Source: an optimization exercise on an open RTL-to-GDS flow (aim: small area and few clock cycles per item). Production flows keep margins and buffers that such runs may drop.
At most, simulation tests tie the RTL to the original design; equivalence was not proved.
No functional check of the RTL was part of run 2.
Power figures rest on the tool's default switching activity, not on a simulated workload.

--- flow/flow/run.sh ---
#!/bin/bash
# Own layout flow: the standard flow (standard synthesis, then ORFS
# floorplan to finish) with these changes:
# - after the standard synthesis, the combinational gates between its
#   registers and adder cells are mapped again for area: each full adder's
#   and XOR gate's polarity is chosen to need the fewest inverters
#   (invopt.py), then eight times ABC maps the rest (half adders included)
#   for area (reabc.abc) and polarities are chosen again, and the smallest
#   of the eight netlists is kept; registers, full adders and the names of
#   registers are kept, and a Yosys equivalence proof against the standard
#   netlist must pass, else the standard netlist is used;
# - before floorplan, every combinational cell goes to the smallest drive
#   strength of its family (downsize.tcl); timing repair sizes up what the
#   period needs;
# - the port buffers that global placement inserts use the smallest buffer
#   cell instead of a delay buffer;
# - clock tree synthesis uses one buffer type in larger sink clusters,
#   without dummy loads.
# Each tool's output goes to a log file of its own in this folder.
set -euo pipefail
F="$PWD/flow"
R="$PWD/orfs/results/$FLOW_PLATFORM/expression_tokenizer_unit/base"
LIB="$FLOW_HOME/platforms/$FLOW_PLATFORM/lib/sky130_fd_sc_hd__tt_025C_1v80.lib"
YOSYS="$(command -v yosys || echo "$FLOW_HOME/../tools/install/yosys/bin/yosys")"

bash standard.sh synth > synth.log 2>&1

# Map the combinational logic again, keeping registers and full adders.
DU="-dont_use *lpflow* -dont_use *probe* -dont_use *clkdly* -dont_use *dlygate*"
DU="$DU -dont_use *dlymetal* -dont_use *clkbuf* -dont_use *clkinv*"
models() {  # Verilog models of the combinational cells the given netlists use
  local cells
  cells=$(grep -ohE 'sky130_fd_sc_hd__\w+' "$@" | sort -u \
          | grep -vE '__(dfxtp_1|edfxtp_1|dfrtp_1|fa_1|ha_1|conb_1)$' | tr '\n' ' ')
  python3 "$F/libmodels.py" "$LIB" $cells
}
reabc_once() {  # $1 in, $2 out: ABC maps the combinational logic for area
  models "$1" > comb_models.v || return 1
  grep 'ha_1' "$F/seqmodels.v" >> comb_models.v || return 1
  "$YOSYS" -p "read_verilog -lib $F/stubs.v; read_verilog comb_models.v; read_verilog $1;
    hierarchy -top $FLOW_TOP; flatten; delete t:\$scopeinfo; techmap; opt -fast;
    abc -liberty $LIB $DU -script $F/reabc.abc; opt_clean -purge;
    write_verilog -noattr -nohex -nodec $2" > "reabc_$2.log" 2>&1
}
netarea() {  # cell area of a netlist, from the cells' LEF sizes
  python3 - "$1" "$FLOW_HOME/platforms/$FLOW_PLATFORM/lef/sky130_fd_sc_hd_merged.lef" <<'PY'
import re, sys
s = open(sys.argv[1]).read()
lef = open(sys.argv[2]).read()
area = {}
for m in re.finditer(r'MACRO (\S+)\s*\n(.*?)\nEND \1', lef, re.S):
    sz = re.search(r'SIZE\s+([\d.]+)\s+BY\s+([\d.]+)', m.group(2))
    if sz:
        area[m.group(1)] = float(sz.group(1)) * float(sz.group(2))
print('%.3f' % sum(area[t] for t in re.findall(r'^\s*(sky130_fd_sc_hd__\w+)\s+\S+\s*\(', s, re.M)))
PY
}
reopt() {
  cp "$R/1_2_yosys.v" std_netlist.v || return 1
  python3 "$F/invopt.py" std_netlist.v pol0_netlist.v pol0 > invopt0.log 2>&1 || return 1
  local cur=pol0_netlist.v best="" best_area="" a
  # half adders go back to logic for ABC; full adders and registers stay
  for it in 1 2 3 4 5 6 7 8; do
    reabc_once "$cur" "reabc${it}_netlist.v" || return 1
    python3 "$F/invopt.py" "reabc${it}_netlist.v" "pol${it}_netlist.v" "pol${it}" > "invopt${it}.log" 2>&1 || return 1
    cur="pol${it}_netlist.v"
    a=$(netarea "$cur") || return 1
    echo "iteration $it: $a" >> reopt_areas.log
    if [[ -z "$best" ]] || python3 -c "import sys; sys.exit(0 if $a < $best_area else 1)"; then
      best="$cur"; best_area="$a"
    fi
  done
  cp "$best" final_netlist.v || return 1
  echo "chosen: $best $best_area" >> reopt_areas.log
  # Proof: the standard and the final netlist, with only ports and register
  # outputs named alike, are equivalent.
  models std_netlist.v final_netlist.v > all_models.v || return 1
  cat "$F/seqmodels.v" >> all_models.v || return 1
  python3 "$F/renamenets.py" std_netlist.v eq_gold.v _o || return 1
  python3 "$F/renamenets.py" final_netlist.v eq_gate.v _g || return 1
  "$YOSYS" -p "read_verilog all_models.v; read_verilog eq_gold.v; rename $FLOW_TOP gold;
    read_verilog eq_gate.v; rename $FLOW_TOP gate; proc; flatten; async2sync; opt_clean;
    equiv_make gold gate equiv; hierarchy -top equiv; equiv_simple -seq 2; equiv_induct;
    equiv_status -assert" > equiv.log 2>&1 || return 1
  grep -q 'Equivalence successfully proven' equiv.log || return 1
  # same registers, same names and cell types
  diff <(grep -oE 'sky130_fd_sc_hd__(dfxtp|edfxtp|dfrtp)_1 +\S+' std_netlist.v | sort) \
       <(grep -oE 'sky130_fd_sc_hd__(dfxtp|edfxtp|dfrtp)_1 +\S+' final_netlist.v | sort) > regs.diff || return 1
}
if reopt; then
  echo "reopt: using the remapped netlist" > reopt.status
  cp final_netlist.v "$R/1_2_yosys.v"
  rm -f "$R/1_synth.odb" "$R/1_synth.sdc"
else
  echo "reopt: failed, using the standard netlist" > reopt.status
fi

export PRE_FLOORPLAN_TCL="$F/downsize.tcl"
export BUFFER_PORTS_ARGS="-buffer_cell sky130_fd_sc_hd__buf_1"
export CTS_ARGS="-sink_clustering_enable -repair_clock_nets -buf_list sky130_fd_sc_hd__clkbuf_8 -sink_clustering_size 16 -dont_use_dummy_load"
bash standard.sh > standard.log 2>&1
--- flow/flow/downsize.tcl ---
# Set every combinational cell of the synthesized netlist to the smallest
# drive strength of its own cell family (same function and pins); timing
# repair later in the flow sizes up what the clock period needs. Registers,
# tie cells and anything on DONT_USE_CELLS are left alone.
set db [ord::get_db]
set block [ord::get_db_block]
set dont_use {}
if { [info exists ::env(DONT_USE_CELLS)] } {
  set dont_use $::env(DONT_USE_CELLS)
}
proc is_dont_use { name patterns } {
  foreach p $patterns {
    if { [string match $p $name] } { return 1 }
  }
  return 0
}
array set best_area {}
array set best_master {}
foreach lib [$db getLibs] {
  foreach m [$lib getMasters] {
    set n [$m getName]
    if { ![regexp {^(.*)_([0-9]+)$} $n -> base drive] } { continue }
    if { [is_dont_use $n $dont_use] } { continue }
    set a [expr { [$m getWidth] * [$m getHeight] }]
    if { ![info exists best_area($base)] || $a < $best_area($base) } {
      set best_area($base) $a
      set best_master($base) $m
    }
  }
}
set swapped 0
foreach inst [$block getInsts] {
  set m [$inst getMaster]
  set n [$m getName]
  if { [regexp {__(df|dl|sdf|edf|conb|tap|fill|decap)} $n] } { continue }
  if { ![regexp {^(.*)_([0-9]+)$} $n -> base drive] } { continue }
  if { ![info exists best_master($base)] } { continue }
  set a [expr { [$m getWidth] * [$m getHeight] }]
  if { $best_area($base) < $a } {
    $inst swapMaster $best_master($base)
    incr swapped
  }
}
puts "downsize: $swapped cells set to their smallest drive strength"
--- flow/flow/invopt.py ---
#!/usr/bin/env python3
"""Inverter clean-up of a Yosys gate netlist (sky130hd cells).

Full adders are self-dual (inverting all three inputs inverts both outputs),
and an XOR gate with one input inverted is the XNOR of the plain input. So the
polarity of every full adder and XOR/XNOR gate may be chosen freely. This script
removes the netlist's inverters, picks those polarities to need as few
inverters as possible, and puts back one inverter per net whose complement is
still needed. Registers, ports and all other cells are left as they are.

usage: invopt.py in.v out.v [name_prefix]
"""
import re, sys, random

src = open(sys.argv[1]).read()
m_mod = re.search(r'module\s+(\S+)\s*\((.*?)\);', src, re.S)
body_start = m_mod.end()
endmod = src.rindex('endmodule')
head = src[:body_start]
body = src[body_start:endmod]

inst_re = re.compile(r'\n(\s*)(sky130_fd_sc_hd__\w+)\s+(\S+)\s*\((.*?)\);', re.S)
pin_re = re.compile(r'\.(\w+)\(\s*(.*?)\s*\)\s*(?:,|$)', re.S)

insts = []          # [type, name, [(pin, net)]]
spans = []
for m in inst_re.finditer(body):
    pins = [(p, n.strip()) for p, n in pin_re.findall(m.group(4))]
    insts.append([m.group(2), m.group(3), pins])
    spans.append((m.start(), m.end()))
rest = body
for s, e in reversed(spans):
    rest = rest[:s] + rest[e:]
assert 'assign' not in rest, 'assign statements are not handled'

decl_out = set()
for m in re.finditer(r'\boutput\s+(\[(\d+):(\d+)\]\s*)?(\S+?)\s*;', head + rest):
    if m.group(1):
        for i in range(int(m.group(3)), int(m.group(2)) + 1):
            decl_out.add('%s[%d]' % (m.group(4), i))
    else:
        decl_out.add(m.group(4))

OUTPINS = {'X', 'Y', 'Q', 'Q_N', 'SUM', 'COUT'}
def is_inv(t): return re.match(r'sky130_fd_sc_hd__(inv|clkinv)_\d+$', t) is not None
def is_fa(t): return re.match(r'sky130_fd_sc_hd__fa_\d+$', t) is not None
def xor_kind(t):
    m = re.match(r'sky130_fd_sc_hd__(xor|xnor)(2|3)_(\d+)$', t)
    return m.groups() if m else None
def is_const(n): return re.match(r"^\d+'[bhd]", n) is not None

driver = {}
loads = {}
for idx, (t, name, pins) in enumerate(insts):
    for p, n in pins:
        if is_const(n):
            continue
        if p in OUTPINS:
            driver[n] = (idx, p)
        else:
            loads.setdefault(n, []).append((idx, p))

# inverters that may be removed: not driving a port, input not a constant
removable = set()
for idx, (t, name, pins) in enumerate(insts):
    if is_inv(t):
        d = dict(pins)
        if d['Y'] not in decl_out and not is_const(d['A']):
            removable.add(idx)

def root(n):
    """(base net, parity) following removable inverters back from net n."""
    par = 0
    seen = 0
    while n in driver and driver[n][0] in removable:
        n = dict(insts[driver[n][0]][2])['A']
        par ^= 1
        seen += 1
        assert seen < 1000
    return n, par

# polarity variables: fa and xor cells
var_of = {}
for idx, (t, name, pins) in enumerate(insts):
    if idx in removable:
        continue
    if is_fa(t) or xor_kind(t):
        var_of[idx] = len(var_of)
nv = len(var_of)

# requirements: for each base net, list of (load idx, parity, kind)
# kind: 'fix' (plain cell / port / flop), 'fa' (input of fa with its var), 'xor' (absorbs)
req = {}
for idx, (t, name, pins) in enumerate(insts):
    if idx in removable:
        continue
    for p, n in pins:
        if p in OUTPINS or is_const(n):
            continue
        b, par = root(n)
        kind = 'fa' if is_fa(t) else ('xor' if xor_kind(t) else 'fix')
        req.setdefault(b, []).append((idx, p, par, kind))
# removable inverter outputs that reach no cell: drop. Ports read by removed
# inverters are impossible (inverters driving ports were kept).

def drv_var(b):
    if b in driver and driver[b][0] in var_of:
        return var_of[driver[b][0]]
    return None

bases = list(req.keys())
def cost_of(b, P):
    dv = drv_var(b)
    pb = P[dv] if dv is not None else 0
    need = False
    for idx, p, par, kind in req[b]:
        if kind == 'xor':
            continue
        r = par ^ (P[var_of[idx]] if kind == 'fa' else 0)
        if r != pb:
            return 1
    return 0

# nets touched by each variable
touch = [set() for _ in range(nv)]
for b in bases:
    dv = drv_var(b)
    if dv is not None:
        touch[dv].add(b)
    for idx, p, par, kind in req[b]:
        if kind == 'fa':
            touch[var_of[idx]].add(b)

def total(P):
    return sum(cost_of(b, P) for b in bases)

best = None
rng = random.Random(1)
for trial in range(20):
    P = [0] * nv if trial == 0 else [rng.randint(0, 1) for _ in range(nv)]
    improved = True
    while improved:
        improved = False
        for v in range(nv):
            before = sum(cost_of(b, P) for b in touch[v])
            P[v] ^= 1
            after = sum(cost_of(b, P) for b in touch[v])
            if after < before:
                improved = True
            else:
                P[v] ^= 1
    tc = total(P)
    if best is None or tc < best[0]:
        best = (tc, P[:])
tc, P = best
n_inv_before = sum(1 for i in range(len(insts)) if is_inv(insts[i][0]))
print('inverters: %d before, %d removable, %d after' % (n_inv_before, len(removable), n_inv_before - len(removable) + tc), file=sys.stderr)

# rebuild
newpins = {}   # idx -> dict pin -> net
for idx in range(len(insts)):
    newpins[idx] = dict(insts[idx][2])
newinst = []
neg_net = {}
cnt = 0
PFX = sys.argv[3] if len(sys.argv) > 3 else 'invopt'
def neg(b):
    global cnt
    if b not in neg_net:
        nn = '_%s_n%d_' % (PFX, cnt)
        neg_net[b] = nn
        newinst.append(('sky130_fd_sc_hd__inv_1', '_%s_i%d_' % (PFX, cnt), [('A', b), ('Y', nn)]))
        cnt += 1
    return neg_net[b]

xor_flip = {}   # idx -> parity to add to the gate's inversion
for b in bases:
    dv = drv_var(b)
    pb = P[dv] if dv is not None else 0
    for idx, p, par, kind in req[b]:
        if kind == 'xor':
            newpins[idx][p] = b
            # the gate now sees v(b)^pb where it wanted v(b)^par
            xor_flip[idx] = xor_flip.get(idx, 0) ^ par ^ pb
            continue
        r = par ^ (P[var_of[idx]] if kind == 'fa' else 0)
        newpins[idx][p] = b if r == pb else neg(b)

out = []
for idx, (t, name, pins) in enumerate(insts):
    if idx in removable:
        continue
    if idx in var_of:
        k = xor_kind(t)
        if k:
            # output must carry v(out) ^ P: flip the gate if needed
            f = xor_flip.get(idx, 0) ^ P[var_of[idx]]
            if f:
                kind, nin, drive = k
                t = 'sky130_fd_sc_hd__%s%s_%s' % ('xnor' if kind == 'xor' else 'xor', nin, drive)
                opin = 'X' if kind == 'xnor' else 'Y'   # new output pin name
                ipin = 'Y' if kind == 'xnor' else 'X'
                d = newpins[idx]
                d[opin] = d.pop('Y' if kind == 'xnor' else 'X')
    out.append((t, name, list(newpins[idx].items())))
out += newinst

# nets: declare new ones
decl = ''.join('  wire %s;\n' % nn for nn in neg_net.values())
lines = []
for t, name, pins in out:
    if name.startswith('\\'):
        name = name + ' '
    lines.append('  %s %s (\n%s\n  );\n' % (t, name, ',\n'.join('    .%s(%s%s)' % (p, n, ' ' if n.startswith('\\') else '') for p, n in pins)))
open(sys.argv[2], 'w').write(head + rest.rstrip() + '\n' + decl + ''.join(lines) + 'endmodule\n')
--- flow/flow/libmodels.py ---
#!/usr/bin/env python3
"""Verilog models of the combinational cells of a liberty file (function
attributes), for the cell types named on the command line.
usage: libmodels.py lib.lib cell1 cell2 ... > models.v"""
import re, sys
lib = open(sys.argv[1]).read()
want = set(sys.argv[2:])
out = []
for m in re.finditer(r'\n\s*cell \("([^"]+)"\) \{', lib):
    name = m.group(1)
    if name not in want:
        continue
    # cell body: find matching brace
    i = m.end(); depth = 1
    while depth:
        c = lib[i]
        if c == '{': depth += 1
        elif c == '}': depth -= 1
        i += 1
    body = lib[m.end():i]
    pins = []
    for pm in re.finditer(r'\n\s*pin \("([^"]+)"\) \{', body):
        j = pm.end(); d = 1
        while d:
            c = body[j]
            if c == '{': d += 1
            elif c == '}': d -= 1
            j += 1
        pb = body[pm.end():j]
        direction = re.search(r'direction : "?(\w+)"?', pb).group(1)
        fn = re.search(r'\n\s*function : "([^"]+)"', pb)
        pins.append((pm.group(1), direction, fn.group(1) if fn else None))
    ins = [p for p, d, f in pins if d == 'input']
    outs = [(p, f) for p, d, f in pins if d == 'output']
    assert all(f for p, f in outs), name
    def conv(f):
        f = f.replace('!', '~').replace('+', '|').replace('*', '&')
        # juxtaposition AND: "A B" -> "A & B"
        f = re.sub(r'(\w|\))\s+(?=[\w(~])', r'\1 & ', f)
        f = f.replace('^', '^')
        return f
    out.append('module %s (%s);\n' % (name, ', '.join(ins + [p for p, f in outs])))
    for p in ins: out.append('  input %s;\n' % p)
    for p, f in outs: out.append('  output %s;\n  assign %s = %s;\n' % (p, p, conv(f)))
    out.append('endmodule\n')
print(''.join(out))
--- flow/flow/reabc.abc ---
&get -n
&st
&dch -f
&nf -a -R 1000
&put
topo
--- flow/flow/renamenets.py ---
#!/usr/bin/env python3
"""Rename every internal net of a gate netlist except the nets that flip-flop
outputs drive (appends _g), so that an equivalence check pairs only ports and
registers. usage: renamenets.py in.v out.v"""
import re, sys
SUF = sys.argv[3] if len(sys.argv) > 3 else '_g'
s = open(sys.argv[1]).read()
keep = set()
for m in re.finditer(r'sky130_fd_sc_hd__(?:dfxtp|edfxtp|dfrtp)_\d+\s+\S+\s*\((.*?)\);', s, re.S):
    q = re.search(r'\.Q\(\s*(.*?)\s*\)', m.group(1)).group(1)
    keep.add(q.split('[')[0].lstrip('\\'))
ports = set(re.findall(r'\b(?:input|output)\s+(?:\[\d+:\d+\]\s*)?(\S+?)\s*;', s))
def ren(m):
    name = m.group(0)
    base = name.split('[')[0].lstrip('\\').rstrip()
    if base in ports or base in keep:
        return name
    if name.startswith('\\'):
        return name.rstrip() + SUF + ' '
    return name + SUF
# rename identifiers inside pin connections and wire declarations
def fix_pin(m):
    inner = m.group(2)
    if re.match(r"^\d+'", inner.strip()):
        return m.group(0)
    n = inner.strip()
    base = n.split('[')[0].lstrip('\\')
    if base in ports or base in keep:
        return m.group(0)
    if n.startswith('\\'):
        return '.%s(%s%s )' % (m.group(1), n, SUF)
    if '[' in n:
        b, idx = n.split('[', 1)
        return '.%s(%s%s[%s)' % (m.group(1), b, SUF, idx)
    return '.%s(%s%s)' % (m.group(1), n, SUF)
s = re.sub(r'\.(\w+)\(\s*(.*?)\s*\)(?=\s*[,\n)])', fix_pin, s)
def fix_wire(m):
    n = m.group(2)
    base = n.lstrip('\\')
    if base in ports or base in keep:
        return m.group(0)
    if n.startswith('\\'):
        return '%s%s%s ;' % (m.group(1), n, SUF)
    return '%s%s%s;' % (m.group(1), n, SUF)
s = re.sub(r'(\bwire\s+(?:\[\d+:\d+\]\s*)?)(\S+?)\s*;', fix_wire, s)
def fix_inst(m):
    t, n = m.group(1), m.group(2)
    if re.search(r'__(dfxtp|edfxtp|dfrtp)_', t):
        return m.group(0)
    if n.startswith('\\'):
        return '%s %s%s (' % (t, n, SUF)
    return '%s %s%s (' % (t, n, SUF)
s = re.sub(r'(sky130_fd_sc_hd__\w+)\s+(\S+)\s*\(', fix_inst, s)
open(sys.argv[2], 'w').write(s)
--- flow/flow/seqmodels.v ---
module sky130_fd_sc_hd__dfxtp_1 (CLK, D, Q); input CLK, D; output reg Q; always @(posedge CLK) Q <= D; endmodule
module sky130_fd_sc_hd__edfxtp_1 (CLK, D, DE, Q); input CLK, D, DE; output reg Q; always @(posedge CLK) if (DE) Q <= D; endmodule
module sky130_fd_sc_hd__dfrtp_1 (CLK, D, RESET_B, Q); input CLK, D, RESET_B; output reg Q; always @(posedge CLK or negedge RESET_B) if (!RESET_B) Q <= 1'b0; else Q <= D; endmodule
module sky130_fd_sc_hd__fa_1 (A, B, CIN, COUT, SUM); input A, B, CIN; output COUT, SUM; assign {COUT, SUM} = A + B + CIN; endmodule
module sky130_fd_sc_hd__ha_1 (A, B, COUT, SUM); input A, B; output COUT, SUM; assign {COUT, SUM} = A + B; endmodule
module sky130_fd_sc_hd__conb_1 (HI, LO); output HI, LO; assign HI = 1'b1; assign LO = 1'b0; endmodule
--- flow/flow/stubs.v ---
(* blackbox *) module sky130_fd_sc_hd__dfxtp_1 (CLK, D, Q); input CLK, D; output Q; endmodule
(* blackbox *) module sky130_fd_sc_hd__edfxtp_1 (CLK, D, DE, Q); input CLK, D, DE; output Q; endmodule
(* blackbox *) module sky130_fd_sc_hd__dfrtp_1 (CLK, D, RESET_B, Q); input CLK, D, RESET_B; output Q; endmodule
(* blackbox *) module sky130_fd_sc_hd__fa_1 (A, B, CIN, COUT, SUM); input A, B, CIN; output COUT, SUM; endmodule
(* blackbox *) module sky130_fd_sc_hd__conb_1 (HI, LO); output HI, LO; endmodule
--- flow/standard.sh ---
#!/bin/bash
# synth_recipe.tcl (not shown) runs the flow's synth.tcl, then flattens the netlist and writes it again
# the make line also repeats each setting of config.mk as NAME=value (left out here)
make -C /OpenROAD-flow-scripts/flow DESIGN_CONFIG=/design/flow/config.mk WORK_HOME=/design/flow/orfs CLKGATE_MAP_FILE= SYNTH_SCRIPT=/design/flow/synth_recipe.tcl "${@:-finish}"
--- flow/config.mk ---
export PLATFORM = sky130hd
export DESIGN_NAME = expression_tokenizer_unit
export DESIGN_NICKNAME = expression_tokenizer_unit
export VERILOG_FILES = /design/flow/design.v
export SDC_FILE = /design/flow/constraint.sdc
export NUM_CORES = 4
export LEC_CHECK = 0
export ABC_AREA = 1
export CAP_MARGIN = 20
export CORE_MARGIN = 2
export CORE_UTILIZATION = 65
export GPL_TIMING_DRIVEN = 0
export SLEW_MARGIN = 20
--- flow/constraint.sdc ---
create_clock -name core_clock -period 10.0 [get_ports {clk}]
set_input_delay 2.0000 -clock core_clock [delete_from_list [all_inputs] [get_ports {clk}]]
set_output_delay 2.0000 -clock core_clock [all_outputs]
set_load 0.01 [all_outputs]
--- flow/design.v ---
package etok_pkg;
    localparam int CH_W     = 8;
    localparam int KIND_W   = 3;
    localparam int VALUE_W  = 32;
    localparam int SYMBOL_W = 8;
    localparam int MAX_FRAC_DIGITS_DEF = 9;
    localparam int INT_BITS_DEF        = 16;
    localparam logic [KIND_W-1:0] KIND_NUM   = 3'd0;
    localparam logic [KIND_W-1:0] KIND_OPER  = 3'd1;
    localparam logic [KIND_W-1:0] KIND_OPEN  = 3'd2;
    localparam logic [KIND_W-1:0] KIND_CLOSE = 3'd3;
    localparam logic [KIND_W-1:0] KIND_INVAL = 3'd4;
    localparam logic [KIND_W-1:0] KIND_END   = 3'd5;
    localparam int GUARD_W   = 25;
    localparam int ACC_W     = 18 + GUARD_W;
    localparam int FRAC_BIAS = -3;
endpackage
import etok_pkg::*;
module expression_tokenizer_unit #(
    parameter int MAX_FRAC_DIGITS = etok_pkg::MAX_FRAC_DIGITS_DEF,
    parameter int INT_BITS        = etok_pkg::INT_BITS_DEF
) (
    input  logic                      clk,
    input  logic                      rst_n,
    input  logic                      s_axis_tvalid,
    output logic                      s_axis_tready,
    input  logic [etok_pkg::CH_W-1:0] s_axis_tdata,    
    input  logic                      s_axis_tlast,    
    output logic                      m_axis_tvalid,
    input  logic                      m_axis_tready,
    output logic [39:0]               m_axis_tdata,    
    output logic [etok_pkg::KIND_W-1:0] m_axis_tuser,  
    output logic                      m_axis_tlast     
);
    logic             act_reg;       
    logic             frac_reg;      
    logic [3:0]       fcnt_reg;      
    logic [15:0]      ipart_reg;     
    logic             sat_reg;       
    logic [ACC_W-1:0] acc_reg;       
    logic [3:1]       cut_c_reg;     
    logic             hold_v_reg;
    logic             hold_end_reg;
    logic [7:0]       hold_ch_reg;
    logic [7:0] ch;
    logic [3:0] digit;
    logic       is_end, is_skip, is_digit, is_point, emit_tok, accept;
    assign ch       = s_axis_tdata;
    assign digit    = ch[3:0];
    assign is_end   = s_axis_tlast || (ch == 8'h00);
    assign is_skip  = (ch[7:5] == 3'b000) || (ch == 8'h20) || (ch == 8'h7F);
    assign is_digit = (ch[7:4] == 4'h3) && !(ch[3] && (ch[2] || ch[1]));
    assign is_point = (ch == 8'h2E) && act_reg && !frac_reg;
    assign emit_tok = is_end || !(is_skip || is_digit || is_point);
    assign s_axis_tready = !emit_tok || (m_axis_tready && !(hold_v_reg && act_reg));
    assign accept        = s_axis_tvalid && s_axis_tready;
    logic [ACC_W-1:0] weight, weight3, part_lo, part_hi;
    always_comb
    begin
        weight  = '0;
        weight3 = '0;
        if (fcnt_reg == 4'd0) begin weight = weight | 43'h6666666667; weight3 = weight3 | 43'h13333333335; end
        if (fcnt_reg == 4'd1) begin weight = weight | 43'ha3d70a3d7; weight3 = weight3 | 43'h1eb851eb85; end
        if (fcnt_reg == 4'd2) begin weight = weight | 43'h10624dd30; weight3 = weight3 | 43'h3126e9790; end
        if (fcnt_reg == 4'd3) begin weight = weight | 43'h1a36e2eb; weight3 = weight3 | 43'h4ea4a8c1; end
        if (fcnt_reg == 4'd4) begin weight = weight | 43'h29f16b1; weight3 = weight3 | 43'h7dd4413; end
        if (fcnt_reg == 4'd5) begin weight = weight | 43'h431bde; weight3 = weight3 | 43'hc9539a; end
        if (fcnt_reg == 4'd6) begin weight = weight | 43'h6b5fc; weight3 = weight3 | 43'h1421f4; end
        if (fcnt_reg == 4'd7) begin weight = weight | 43'habcd; weight3 = weight3 | 43'h20367; end
        if (fcnt_reg == 4'd8) begin weight = weight | 43'h112e; weight3 = weight3 | 43'h338a; end
    end
    logic [3:0] fdigit;
    assign fdigit = (s_axis_tvalid && !s_axis_tlast && is_digit && frac_reg) ? digit : 4'd0;
    always_comb
    begin
        case (fdigit[1:0])
            2'd0:    part_lo = '0;
            2'd1:    part_lo = weight;
            2'd2:    part_lo = weight << 1;
            default: part_lo = weight3;
        endcase
        case (fdigit[3:2])
            2'd0:    part_hi = '0;
            2'd1:    part_hi = weight << 2;
            default: part_hi = weight << 3;
        endcase
    end
    localparam int CUT_1 = 11;
    localparam int CUT_2 = 22;
    localparam int CUT_3 = 33;
    logic [ACC_W-1:0] csa_s, csa_c, acc_sum;
    logic [3:1]       cut_c_next;
    always_comb
    begin
        logic c;
        csa_s = acc_reg ^ part_lo ^ part_hi;
        csa_c = ((acc_reg & part_lo) | (acc_reg & part_hi) | (part_lo & part_hi)) << 1;
        c = 1'b0;
        cut_c_next = '0;
        for (int i = 0; i < ACC_W; i++)
        begin
            if (i == CUT_1)
            begin
                cut_c_next[1] = c;
                c = cut_c_reg[1];
            end
            if (i == CUT_2)
            begin
                cut_c_next[2] = c;
                c = cut_c_reg[2];
            end
            if (i == CUT_3)
            begin
                cut_c_next[3] = c;
                c = cut_c_reg[3];
            end
            acc_sum[i] = csa_s[i] ^ csa_c[i] ^ c;
            c = (csa_s[i] & csa_c[i]) | (c & (csa_s[i] ^ csa_c[i]));
        end
    end
    logic [15:0] ipart_x5;
    logic [15:0] ipart_x10;
    logic        ipart_ovf;
    always_comb
    begin
        logic        c;
        logic [15:0] b;
        b = {ipart_reg[13:0], digit[2] | digit[3], digit[1] | digit[3]};
        c = digit[3];
        for (int i = 0; i < 16; i++)
        begin
            ipart_x5[i] = ipart_reg[i] ^ b[i] ^ c;
            c = (ipart_reg[i] & b[i]) | (c & (ipart_reg[i] ^ b[i]));
        end
        ipart_x10 = {ipart_x5[14:0], digit[0]};
        ipart_ovf = c || ipart_x5[15] || ipart_reg[15] || ipart_reg[14];
    end
    logic [3:0] fcnt_inc;
    assign fcnt_inc = {fcnt_reg[3] ^ (fcnt_reg[2] & fcnt_reg[1] & fcnt_reg[0]),
                       fcnt_reg[2] ^ (fcnt_reg[1] & fcnt_reg[0]),
                       fcnt_reg[1] ^ fcnt_reg[0],
                       !fcnt_reg[0]};
    always_ff @(posedge clk or negedge rst_n)
    begin
        if (!rst_n)
        begin
            act_reg  <= 1'b0;
            frac_reg <= 1'b0;
        end
        else if (accept)
        begin
            if (emit_tok)
            begin
                act_reg  <= 1'b0;
                frac_reg <= 1'b0;
            end
            else if (is_digit)
            begin
                act_reg <= 1'b1;
            end
            else if (is_point)
            begin
                frac_reg <= 1'b1;
            end
        end
    end
    always_ff @(posedge clk)
    begin
        acc_reg   <= frac_reg ? acc_sum : ACC_W'((1 << GUARD_W) + FRAC_BIAS);
        cut_c_reg <= frac_reg ? cut_c_next : 3'b000;
        if (!frac_reg)
        begin
            fcnt_reg <= 4'd0;
        end
        else if (accept && is_digit && !(fcnt_reg[3] && fcnt_reg[0]))
        begin
            fcnt_reg <= fcnt_inc;
        end
        if (accept && is_digit && !frac_reg)
        begin
            if (!act_reg)
            begin
                ipart_reg <= 16'(digit);
                sat_reg   <= 1'b0;
            end
            else
            begin
                ipart_reg <= ipart_x10;
                sat_reg   <= sat_reg || ipart_ovf;
            end
        end
    end
    logic [ACC_W-1:0] xv;        
    logic [15:0]      int_sum;
    logic             int_carry;
    logic [31:0]      num_value;
    always_comb
    begin
        logic k, ones, kin;
        k = 1'b0;
        ones = 1'b1;
        xv = '0;
        for (int i = CUT_1; i < ACC_W; i++)
        begin
            kin = k && ones;
            if (i == CUT_1 || i == CUT_2 || i == CUT_3)
            begin
                logic cc;
                cc = (i == CUT_1) ? cut_c_reg[1] : (i == CUT_2) ? cut_c_reg[2] : cut_c_reg[3];
                xv[i] = acc_reg[i] ^ kin ^ cc;
                k = (acc_reg[i] && kin) || (acc_reg[i] && cc) || (kin && cc);
                ones = 1'b1;
            end
            else
            begin
                xv[i] = acc_reg[i] ^ kin;
                ones = ones && acc_reg[i];
            end
        end
        ones = 1'b1;
        for (int i = 0; i < 16; i++)
        begin
            int_sum[i] = ipart_reg[i] ^ (xv[ACC_W-1] && ones);
            ones = ones && ipart_reg[i];
        end
        int_carry = xv[ACC_W-1] && ones;
    end
    assign num_value = (sat_reg || int_carry) ? 32'hFFFF_FFFF
                     : {int_sum, xv[ACC_W-2:GUARD_W+1]};
    logic hold_load;
    assign hold_load = accept && emit_tok && (hold_v_reg || act_reg);
    always_ff @(posedge clk or negedge rst_n)
    begin
        if (!rst_n)
        begin
            hold_v_reg <= 1'b0;
        end
        else
        begin
            hold_v_reg <= hold_load || (hold_v_reg && !m_axis_tready);
        end
    end
    always_ff @(posedge clk)
    begin
        if (hold_load)
        begin
            hold_ch_reg  <= ch;
            hold_end_reg <= is_end;
        end
    end
    logic       out_num, tok_end;
    logic [7:0] tok_ch;
    assign out_num = !hold_v_reg && act_reg;
    assign tok_ch  = hold_v_reg ? hold_ch_reg  : ch;
    assign tok_end = hold_v_reg ? hold_end_reg : is_end;
    assign m_axis_tvalid = hold_v_reg || (s_axis_tvalid && emit_tok);
    always_comb
    begin
        m_axis_tuser = KIND_INVAL;
        m_axis_tdata = {tok_ch, 32'd0};
        m_axis_tlast = 1'b1;
        if (out_num)
        begin
            m_axis_tuser = KIND_NUM;
            m_axis_tdata = {8'd0, num_value};
            m_axis_tlast = 1'b0;
        end
        else if (tok_end)
        begin
            m_axis_tuser = KIND_END;
            m_axis_tdata = '0;
        end
        else
        begin
            case (tok_ch)
                8'h2B, 8'h2A, 8'h7E, 8'h2F, 8'h5E, 8'h52, 8'h4C:
                begin
                    m_axis_tuser = KIND_OPER;
                end
                8'h28:
                begin
                    m_axis_tuser = KIND_OPEN;
                    m_axis_tdata = '0;
                end
                8'h29:
                begin
                    m_axis_tuser = KIND_CLOSE;
                    m_axis_tdata = '0;
                end
                default:
                begin
                    m_axis_tuser = KIND_INVAL;
                end
            endcase
        end
    end
endmodule
==> results of run 1 <==
## repair_timing
| item | in CTS | in global routing |
|---|---|---|
| pin swaps | 1 | 1 |
| endpoints found under the setup margin | 12 | 4 |
| resized for setup | 12 | 6 |
| setup buffers | 2 | 4 |
## power groups by stage
stage	Sequential, mW	Clock [mW]	Combinational [mW]
2_1_floorplan	0.342	0	0.0259
3_3_place_gp	0.342	0	0.0408
3_5_place_dp	0.342	0	0.0426
4_1_cts	0.335	0.189	0.0432
5_1_grt	0.335	0.203	0.0493
6_report	0.335	0.188	0.0447
## stage by stage
step	worst slack [ps]	util [%]
global route	108	73.5
floorplan	53.1	-
CTS	111	73.0
detailed placement	-1680	71.1
finish	371	73.5
global placement	-1710	70.6
## cell usage in the layout (no fill, tap or decap), types with 17 or more instances in the layout
| cell | count |
|---|---|
| nor2_1 | 62 |
| nand2_1 | 61 |
| o31ai_1 | 17 |
| o22ai_1 | 32 |
| o21ai_0 | 44 |
| edfxtp_1 | 26 |
| fa_1 | 96 |
| buf_1 | 56 |
| a21oi_1 | 76 |
| and2_0 | 43 |
| nand2b_1 | 27 |
| dfxtp_1 | 50 |
## routing by layer
metal	vias to the layer above	track usage, %	wire [um]
li1	2540	-	-
met1	2732	44.0	6980
met2	330	53.8	8110
met3	66	6.73	1370
met4	0	13.4	649
met5	-	0	0
## worst min path at each step
| stage | from | to | slack (ps) | cells after the start |
|---|---|---|---|---|
| global route | acc_reg[41] | acc_reg[42] | 540 | 2 |
| detailed placement | acc_reg[0] | acc_reg[0] | 500 | 2 |
| finish | acc_reg[41] | acc_reg[42] | 510 | 2 |
| floorplan | acc_reg[0] | acc_reg[0] | 470 | 2 |
| global placement | acc_reg[0] | acc_reg[0] | 480 | 2 |
| CTS | acc_reg[41] | acc_reg[42] | 520 | 2 |
## cell type report
| type | count | share of cell area, % |
|---|---|---|
| Multi-Input combinational cell | 577 | 65.1 |
| Sequential cell | 79 | 26.1 |
| Clock buffer | 9 | 1.74 |
| Inverter | 5 | 0.264 |
| Tap cell | 133 | 2.34 |
| Timing Repair Buffer | 66 | 4.50 |
## worst min-delay path, stage by stage, from the launching register on
cell and delay [ps]:
dfxtp_1 350, nand3_1 80, nand2_1 40
==> results.toml, run 1 <==
[cts]
insertion_delay_ps = 360
cts_buffer_depth = 2
ctsHoldBuffers = 0
cts_tree = "yes"
clockRootBuffer = "clkbuf_8"
cts.htree.levels = 3
clkSinkCount = 79
clk_pin_slew_worst_paths_ps = 70
cts_buffers = 9

[place]
postPlaceCellArea_um2 = 6880
place.gp.congestion = 0.994
hpwl_mm = 12.9
dp_cells = 854
port_buffers = 58

[hold_path]
hold_path_class = "register to register"

[die]
core-area_um2 = 9680
die_w_um = 104
initial_core_util_pct = 66.6
pin_count = 59
die_area_um2 = 10700
chipHeight_um = 104
placement_rows = 36

[setup_path]
path_class = "input pin to register"
critPathMostFrequentCell = "fa_1"
crit_chain = "buf_2 -> nand2_1 -> nand2_1 -> a211oi_2 -> nand2_1 -> nor3b_4 -> buf_12 -> and2_4 -> nand2_2 -> o31ai_1 -> nand2_1 -> fa_1 -> fa_1 -> fa_1 -> fa_1 -> fa_1 -> fa_1 -> fa_1 -> fa_1 -> fa_1 -> fa_1 -> fa_1 -> fa_1 -> and2_0"
cp-start-kind = "input pin"
worst-r2r-cell-count = 19
crit_path_end_kind = "register"
max_stage_delay_ps = 530
r2r-start = "fcnt_reg[3]"
path_buf_inv = 2
worstSetupPathDepth = 24
ff2ff_setup_slack_ps = 1760
r2r-end = "acc_reg[21]"
path_max_fanout = 17
crit_slowest_cell = "fa_1"
cp_data_required_time_ps = 10250
cp.arrival_ps = 9870
cp_top_family = "adder cells"
cp-endpoint = "acc_reg[32]"
worstSetupStartpoint = "s_axis_tdata[1]"

[layout]
regArea_um2 = 1860
multiInputGateArea_um2 = 4630
area_delta_synth_final_pct = 10.4
fin_nets = 847
largest_register_ffs = 43
drive_gt1_share_pct = 4.35
fin_area_um2 = 7120
insertedDiodeCount = 0
fill_cells = 710
fin_cells = 869

[grt]
overflow = 0
grt_pass1_wl_mm = 28.2
antenna_found_initial = 0
grt_pass1_vias = 5649
grt_start_max_net_pins = 33
grt_usage_pct = 33.1

[synthesis]
synth_area_per_cell_um2 = 9.76
syn_area_um2 = 6450
synth_nets = 770
synthCells = 661
ys_warn_count = 1

[sta]
finalClockSkew_ps = 25.5
finalSetupViolCount = 0
drv_slew = 0
finalCritPeriodShare_pct = 96.3
setup_tns_ps = 0
fin_crit_ps = 9630
hold_viol_final = 0
max_freq_ghz = 0.104
worst_slew_pin_slew_ps = 1040
maxSlewHeadroom_pct = 30.6
holdWs_ps = 508
rsz0062_at_grt = "false"

[pwr]
swShare_pct = 24.6
power_switching_mw = 0.140
p_int_mw = 0.428
power.density_nw_per_um2 = 79.7
total_leakage_power_nw = 2.80
finalPower_mw = 0.568
clkPwrFrac_pct = 33.1
peakVddDrop_uv = 48.2
p_comb_share_pct = 7.9
p_seq_share_pct = 59.0

[routing]
wirelength_mm = 17.1
post-route-drc-count = 0
vias = 5668
postRouteAntennaNets = 0
dr.pass1.iters = 5
via_per_inst = 6.52
drt_iter0_drc = 620
wl_per_cell_um = 19.7

[run]
drv_cap = 0

[status]
status = "no timing/DRC/antenna violations"
Testbench counts, summed over its fixed seeds: cycles 31,132, tokens 10,951.
==> run 2: changes to the inputs <==
--- a/flow/design.v
+++ b/flow/design.v
@@ -40,3 +40,3 @@
     logic [ACC_W-1:0] acc_reg;       
-    logic [3:1]       cut_c_reg;     
+    logic [4:1]       cut_c_reg;     
     logic             hold_v_reg;
@@ -87,7 +87,8 @@
     end
-    localparam int CUT_1 = 11;
-    localparam int CUT_2 = 22;
-    localparam int CUT_3 = 33;
+    localparam int CUT_1 = 9;
+    localparam int CUT_2 = 18;
+    localparam int CUT_3 = 27;
+    localparam int CUT_4 = 35;
     logic [ACC_W-1:0] csa_s, csa_c, acc_sum;
-    logic [3:1]       cut_c_next;
+    logic [4:1]       cut_c_next;
     always_comb
@@ -116,2 +117,7 @@
             end
+            if (i == CUT_4)
+            begin
+                cut_c_next[4] = c;
+                c = cut_c_reg[4];
+            end
             acc_sum[i] = csa_s[i] ^ csa_c[i] ^ c;
@@ -169,3 +175,3 @@
         acc_reg   <= frac_reg ? acc_sum : ACC_W'((1 << GUARD_W) + FRAC_BIAS);
-        cut_c_reg <= frac_reg ? cut_c_next : 3'b000;
+        cut_c_reg <= frac_reg ? cut_c_next : 4'b0000;
         if (!frac_reg)
@@ -205,6 +211,7 @@
             kin = k && ones;
-            if (i == CUT_1 || i == CUT_2 || i == CUT_3)
+            if (i == CUT_1 || i == CUT_2 || i == CUT_3 || i == CUT_4)
             begin
                 logic cc;
-                cc = (i == CUT_1) ? cut_c_reg[1] : (i == CUT_2) ? cut_c_reg[2] : cut_c_reg[3];
+                cc = (i == CUT_1) ? cut_c_reg[1] : (i == CUT_2) ? cut_c_reg[2]
+                   : (i == CUT_3) ? cut_c_reg[3] : cut_c_reg[4];
                 xv[i] = acc_reg[i] ^ kin ^ cc;
--- a/flow/flow/run.sh
+++ b/flow/flow/run.sh
@@ -6,5 +6,5 @@
 #   and XOR gate's polarity is chosen to need the fewest inverters
-#   (invopt.py), then eight times ABC maps the rest (half adders included)
+#   (invopt.py), then four times ABC maps the rest (half adders included)
 #   for area (reabc.abc) and polarities are chosen again, and the smallest
-#   of the eight netlists is kept; registers, full adders and the names of
+#   of the four netlists is kept; registers, full adders and the names of
 #   registers are kept, and a Yosys equivalence proof against the standard
@@ -62,3 +62,3 @@
   # half adders go back to logic for ABC; full adders and registers stay
-  for it in 1 2 3 4 5 6 7 8; do
+  for it in 1 2 3 4; do
     reabc_once "$cur" "reabc${it}_netlist.v" || return 1
==> results.toml, run 2 <==
[cts]
clkSinkCount = 80
ctsHoldBuffers = 0
cts.htree.levels = 3
cts_setup_buffers = 0
cts_tree = "yes"
clockRootBuffer = "clkbuf_8"
cts_buffer_depth = 2
clk_pin_slew_worst_paths_ps = 90
insertion_delay_ps = 380
cts_buffers = 9

[grt]
antenna_found_initial = 0
overflow = 0
grt_start_max_net_pins = 56
grt_usage_pct = 35.1
grt_pass1_vias = 5898
grt_pass1_wl_mm = 30.3

[pwr]
total_leakage_power_nw = 2.63
power.density_nw_per_um2 = 81.1
peakVddDrop_uv = 62.0

[synthesis]
synthCells = 684
synth_nets = 794
syn_area_um2 = 6600
ys_warn_count = 1
synth_area_per_cell_um2 = 9.64

[sta]
finalCritPeriodShare_pct = 96.4
fin_crit_ps = 9640
max_freq_ghz = 0.104
hold_viol_final = 0
worst_slew_pin_slew_ps = 1120
finalSetupViolCount = 0
maxSlewHeadroom_pct = 25.1
holdWs_ps = 554
drv_slew = 0
rsz0062_at_grt = "false"
setup_tns_ps = 0
setup_ws_ps = 359
finalClockSkew_ps = 26.0

[setup_path]
cp-start-kind = "input pin"
cp.arrival_ps = 9890
path_class = "input pin to register"
worstSetupStartpoint = "s_axis_tdata[1]"
ff2ff_setup_slack_ps = 1990
cp-endpoint = "acc_reg[26]"
path_max_fanout = 21
crit_path_end_kind = "register"
cp_data_required_time_ps = 10250
r2r-end = "acc_reg[26]"
worst-r2r-cell-count = 17
r2r-start = "frac_reg"

[layout]
fin_nets = 863
final_core_util_pct = 72.6
layout_common_cells = "fa_1, a21oi_1, nor2_1, nand2_1, buf_1"
final_common_cell = "fa_1"
area_delta_synth_final_pct = 8.06
insertedDiodeCount = 0
drive_gt1_share_pct = 2.13
largest_register_ffs = 43

[routing]
vias = 5779
dr.pass1.iters = 6
postRouteAntennaNets = 0
via_per_inst = 6.54
wl_per_cell_um = 20.5
post-route-drc-count = 0
drt_iter0_drc = 969
wirelength_mm = 18.1

[place]
place.gp.congestion = 0.984
dp_slack_ps = -776
port_buffers = 58
hpwl_mm = 13.6

[die]
die_area_um2 = 11000
placement_rows = 36
chipHeight_um = 105
die_w_um = 105
pin_count = 59
initial_core_util_pct = 67.2
core-area_um2 = 9820

[hold_path]
hold_path_class = "register to register"

[run]
drv_cap = 0

[status]
status = "no timing/DRC/antenna violations"
==> run 2: cell types whose count changed in the layout (fill, tap and decap cells not counted), moves of 3 or more <==
cell / before / now
o21ai_0: 44 / 49
and4_1: 0 / 3
or2_0: 8 / 5
buf_4: 5 / 0
a31oi_1: 4 / 8
or3_1: 3 / 0
xor2_1: 2 / 6
o31ai_1: 17 / 14
and2_0: 43 / 38
nor2_1: 62 / 69
nor2b_1: 7 / 13
inv_1: 5 / 18
o22ai_1: 32 / 26
==> run 2: final cells by class <==
type,count,area [um^2]
fillers,739,2690
multi-input cells,586,4670
flip-flops and latches,80,1880
clock buffers,9,124
inverters,18,67.6
repair buffers,58,218
well taps,133,166
==> run 2: metal layers <==
layer / track usage (%) / wire, um
met5: 0 / 0
met4: 16.3 / 718
met3: 5.24 / 1280
met2: 58.7 / 8960
met1: 45.2 / 7120
==> run 2: worst min-delay path by stage <==
stage / start / end / slack [ps] / depth (start not counted)
2_1_floorplan: acc_reg[0] / acc_reg[1] / 500 / 2
3_3_place_gp: acc_reg[0] / acc_reg[1] / 520 / 2
3_5_place_dp: acc_reg[41] / acc_reg[42] / 540 / 2
4_1_cts: acc_reg[41] / acc_reg[42] / 550 / 2
5_1_grt: acc_reg[41] / acc_reg[42] / 600 / 2
6_report: acc_reg[41] / acc_reg[42] / 550 / 2
==> run 2: where the power goes <==
part	switching [mW]	internal, mW
clock	0.113	0.0806
sequential	0.00315	0.336
combinational	0.0307	0.0152
total	0.147	0.432
==> run 2: repair_timing <==
item / 4_1_cts / 5_1_grt
resized for setup: 3 / 3
cloned: 0 / 0
endpoints found under the setup margin: 4 / 25
==> run 2: metrics by stage <==
step | power [mW] | instances | area, um^2
global route | 0.595 | 884 | 7130
detailed placement | 0.391 | 875 | 6980
finish | 0.578 | 884 | 7130
floorplan | 0.372 | 684 | 6600
CTS | 0.575 | 884 | 7120
global placement | 0.388 | 875 | 6980
==> run 2: worst max-delay path: stages <==
cell and delay (ps):
buf_1 450, o21ai_0 350, nand4_1 200, nor3_2 560, and2_0 770, nand2b_1 380
o21ai_0 250, o21a_1 190, fa_1 440, fa_1 410, fa_1 460, fa_1 460
fa_1 460, fa_1 460, fa_1 460, fa_1 470, fa_1 470, fa_1 470
and2_0 160

[what the ideal ports hide]
No port has a modelled driver above. Below, the same layouts with a new extraction and two added sets of constraints.
Step 1 assumes that a clkbuf_16 drives the clock port and a buf_2 every other input.
Step 2 also shifts input and output timing later by t, the mid clock arrival at the registers, as if the neighbouring blocks saw the same clock.
Three values: no drivers, after step 1, after step 2; two values: the first two.
run | t, ns | setup slack, ns | latest minus earliest clock arrival (ns) | worst register clock-pin slew, ns | cell pins on the clock port's net
run 1 | 0.388 | 0.371 / 0.385 / -0.002 | 0.026 / 0.025 | 0.08 / 0.08 | 1
run 2 | 0.394 | 0.359 / 0.367 / -0.027 | 0.026 / 0.026 | 0.09 / 0.09 | 1
With both steps, setup timing fails in run 1 and run 2, where it was met with ideal ports. The setup slack of run 2, which loses most, moves by +0.008 ns with the drivers and by -0.386 ns with both steps.
